From an optimization exercise on the open Yosys and OpenROAD flow, aimed at a short achievable clock period and few clock cycles per item; shortcuts taken in it are not production practice.
The RTL was checked by simulation tests, not by an equivalence proof against the original design.
No activity file was given, so power comes from the tool's default toggle rates.

Setup of run 1:
Design bf_top, start of the top module:
module bf_top (
   input  logic                    clk,
   input  logic                    rst,
   input  logic                    req_valid,
   input  bf_ctrl_pkg::req_kind_t  req_kind,
   input  bf_word_pkg::sram_addr_t req_hash0,
   input  bf_word_pkg::sram_addr_t req_hash1,
   output logic                    req_ready,
   output logic                    sram_rd_req,
   output bf_word_pkg::sram_addr_t sram_rd_addr,
   input  bf_word_pkg::sram_word_t sram_rd_data,
   input  logic                    sram_rd_vld,
   output logic                    sram_wr_req,
   output bf_word_pkg::sram_addr_t sram_wr_addr,
   output bf_word_pkg::sram_word_t sram_wr_data
);
export LEC_CHECK = 0
export CAP_MARGIN = 20
export CORE_MARGIN = 2
export CORE_UTILIZATION = 40
export SLEW_MARGIN = 20
create_clock -name core_clock -period 10.0 [get_ports {clk}]
standard.sh (not shown) runs the stock make flow with config.mk's settings and CLKGATE_MAP_FILE= SYNTH_SCRIPT=/design/flow/synth_recipe.tcl, a recipe that flattens the netlist after the stock synthesis.
==> flow/flow/run.sh <==
#!/bin/bash
set -uo pipefail
cd "$(dirname "$0")/.."
bash standard.sh synth > log_synth.txt 2>&1 || { tail -20 log_synth.txt; exit 1; }
bash standard.sh SETUP_SLACK_MARGIN=7 finish > log_layout.txt 2>&1 || { tail -20 log_layout.txt; exit 1; }
No stage failed in run 1, and the final checks on the layout all came back clean.
Testbench counts of run 1, summed over its fixed seeds: cycles 387,701, items 96,000.
For run 2, these inputs were changed with respect to run 1:
diff --git a/flow/design.v b/flow/design.v
--- a/flow/design.v
+++ b/flow/design.v
@@ -163,19 +163,18 @@
    bf_word_pkg::sram_addr_t cand_a;
    logic                    cand_op;
    logic                    cand_k;
    logic [NE-1:0]           cand_m;     
    logic                    sel;        
    logic                    nx_v, nx_op, nx_k;    
    bf_word_pkg::sram_addr_t nx_a;
    logic                    nx_free;
    logic [NE-1:0]           nx_m;
-   logic [NE-1:0]           sc_m;       
    logic [9:0]              sp;
    logic [9:0]              sc_addr;
    logic                    sc_pend;
    logic [4:0]              vcnt;
    logic                    visit, visit_q;
    logic [255:0]            done;
    logic [15:0]             sp_lo, sp_hi;    
    logic [15:0]             done_g;
    logic                    done_q;
@@ -194,26 +193,24 @@
    bf_word_pkg::bucket_vec_t a2_vec;
    bf_word_pkg::sram_addr_t  a2_a;
    bf_word_pkg::epoch_t      a2_ep;
    bf_word_pkg::bucket_vec_t aged, result;
    logic [11:0]              nz;
    bf_word_pkg::epoch_t      age;
    logic issue, cand_free;
    assign issue     = cand_v && !(|(cand_m & ent_v)) && !full && !a2_v && !rst;
    assign cand_free = !cand_v || issue;
-   assign nx_free   = !nx_v || (cand_free && !sc_pend);
-   assign req_pop   = nx_free && !req_empty && sel && !rst;
+   assign nx_free   = !nx_v || cand_free;
+   assign req_pop   = nx_free && !sc_pend && !req_empty && sel && !rst;
    assign visit     = (vcnt == '0) && !sc_pend;
    always_comb begin
       for (int i = 0; i < NE; i++)
          nx_m[i] = (issue && tail == 3'(i)) ? (cand_a == nx_a) : (ent_a[i] == nx_a);
-      for (int i = 0; i < NE; i++)
-         sc_m[i] = (issue && tail == 3'(i)) ? (cand_a == {9'd0, sc_addr}) : (ent_a[i] == {9'd0, sc_addr});
    end
    always_ff @(posedge clk) begin
       if (rst) begin
          ent_v <= '0;
          tail  <= '0;
          head  <= '0;
          nv    <= '0;
          full  <= 1'b0;
       end else begin
@@ -242,50 +239,50 @@
       if (rst) begin
          cand_v  <= 1'b0;
          nx_v    <= 1'b0;
          sel     <= 1'b0;
          sc_pend <= 1'b0;
          sp      <= '0;
          vcnt    <= 5'(VISIT_GAP - 1);
          visit_q <= 1'b0;
       end else begin
-         if (cand_free) begin
-            cand_v <= sc_pend || nx_v;
-            sc_pend <= 1'b0;
-         end
+         if (cand_free)
+            cand_v <= nx_v;
          if (nx_free) begin
-            nx_v <= !req_empty;
-            if (!req_empty)
+            nx_v <= sc_pend || !req_empty;
+            if (!sc_pend && !req_empty)
                sel <= !sel;
+            if (sc_pend)
+               sc_pend <= 1'b0;
          end
          visit_q <= visit;
          if (visit) begin
             vcnt <= 5'(VISIT_GAP - 1);
             sp   <= sp + 1'b1;
             if (!done_q) begin
                sc_pend <= 1'b1;
                sc_addr <= sp;
             end
          end else if (vcnt != '0) begin
             vcnt <= vcnt - 1'b1;
          end
       end
    end
    always_ff @(posedge clk) begin
       if (cand_free) begin
-         cand_a  <= sc_pend ? {9'd0, sc_addr} : nx_a;
-         cand_op <= !sc_pend && nx_op;
+         cand_a  <= nx_a;
+         cand_op <= nx_op;
          cand_k  <= nx_k;
-         cand_m  <= sc_pend ? sc_m : nx_m;
+         cand_m  <= nx_m;
       end
       if (nx_free) begin
-         nx_a  <= sel ? req_hash1 : req_hash0;
-         nx_op <= 1'b1;
+         nx_a  <= sc_pend ? {9'd0, sc_addr} : (sel ? req_hash1 : req_hash0);
+         nx_op <= !sc_pend;
          nx_k  <= req_kind;
       end
    end
    assign ahead = a1_a[9:0] - sp;
    always_ff @(posedge clk) begin
       for (int j = 0; j < 16; j++) begin
          sp_lo[j]  <= (sp[3:0] == 4'(j));
          sp_hi[j]  <= (sp[7:4] == 4'(j));
          done_g[j] <= |(done[j*16 +: 16] & sp_lo);
@@ -365,19 +362,19 @@
    output logic                    sram_rd_req,
    output bf_word_pkg::sram_addr_t sram_rd_addr,
    input  bf_word_pkg::sram_word_t sram_rd_data,
    input  logic                    sram_rd_vld,
    output logic                    sram_wr_req,
    output bf_word_pkg::sram_addr_t sram_wr_addr,
    output bf_word_pkg::sram_word_t sram_wr_data
 );
    localparam int REQ_BITS   = 1 + 2 * bf_word_pkg::ADDR_BITS;
-   localparam int DEPTH_BITS = 2;
+   localparam int DEPTH_BITS = 3;
    bf_word_pkg::epoch_t     epoch;
    logic                    rst_q;
    logic                    cap_v, rdy_d, taken;
    bf_ctrl_pkg::req_kind_t  cap_k;
    bf_word_pkg::sram_addr_t cap_h0, cap_h1;
    logic                    req_empty, req_pop;
    logic [DEPTH_BITS:0]     req_cnt;
    logic [REQ_BITS-1:0]     req_dout;
    bf_ctrl_pkg::req_kind_t  q_kind;
--- outcome ---
| overall die height | lower: run 1 |
Delta (run 2 minus run 1): proportion of synthesized area in mux cells has increased; number of ordinary inverters in the final layout has decreased; design internal power has increased; total setup buffers inserted after CTS has increased.
Re peak per-stage delay on the critical path: run 2 is 0.03 ns down on run 1.
Run 2 has die area above what run 1 had.
Share of cells above drive strength 1: run 2 vs run 1 up 2.3 points
The highest ir drop seen on vdd number comes out higher for run 2 vs run 1.
Compared with run 1, wire length in run 2 increased by a few percent.
Clock power (run 1 / run 2): 0.879
Relative to run 1, the detailed-routing wirelength on met1 of run 2 is higher by 3.7%.
Run 2 ended up with a lower final worst slack than run 1 did.
Testbench counts of run 2, summed over its fixed seeds: cycles 387,757, items 96,000.

port drivers added, routing unchanged:
How much do the figures lean on ideal ports? The routed layouts below were timed once more, with nothing changed but the port constraints.
Step 1: set_driving_cell puts a clkbuf_16 on clk and a buf_2 on each other input, an assumption about the parent block.
Step 2, shift: input delay + t, output delay - t, t = (earliest + latest rising clock arrival at the registers) / 2. This alone moves slack from input paths to output paths.
Slacks: ideal ports / drivers / drivers and shift; pairs: ideal ports / drivers.
| run | t, ns | slack for setup (ns) | worst data-port slew with drivers (ns) | cell pins on the clock port's net |
|---|---|---|---|---|
| run 1 | 0.764 | 6.785 / 6.716 / 6.983 | 0.11 | 1 |
| run 2 | 0.809 | 6.777 / 6.706 / 7.118 | 0.13 | 1 |
After both steps setup and hold are still met in every run listed.
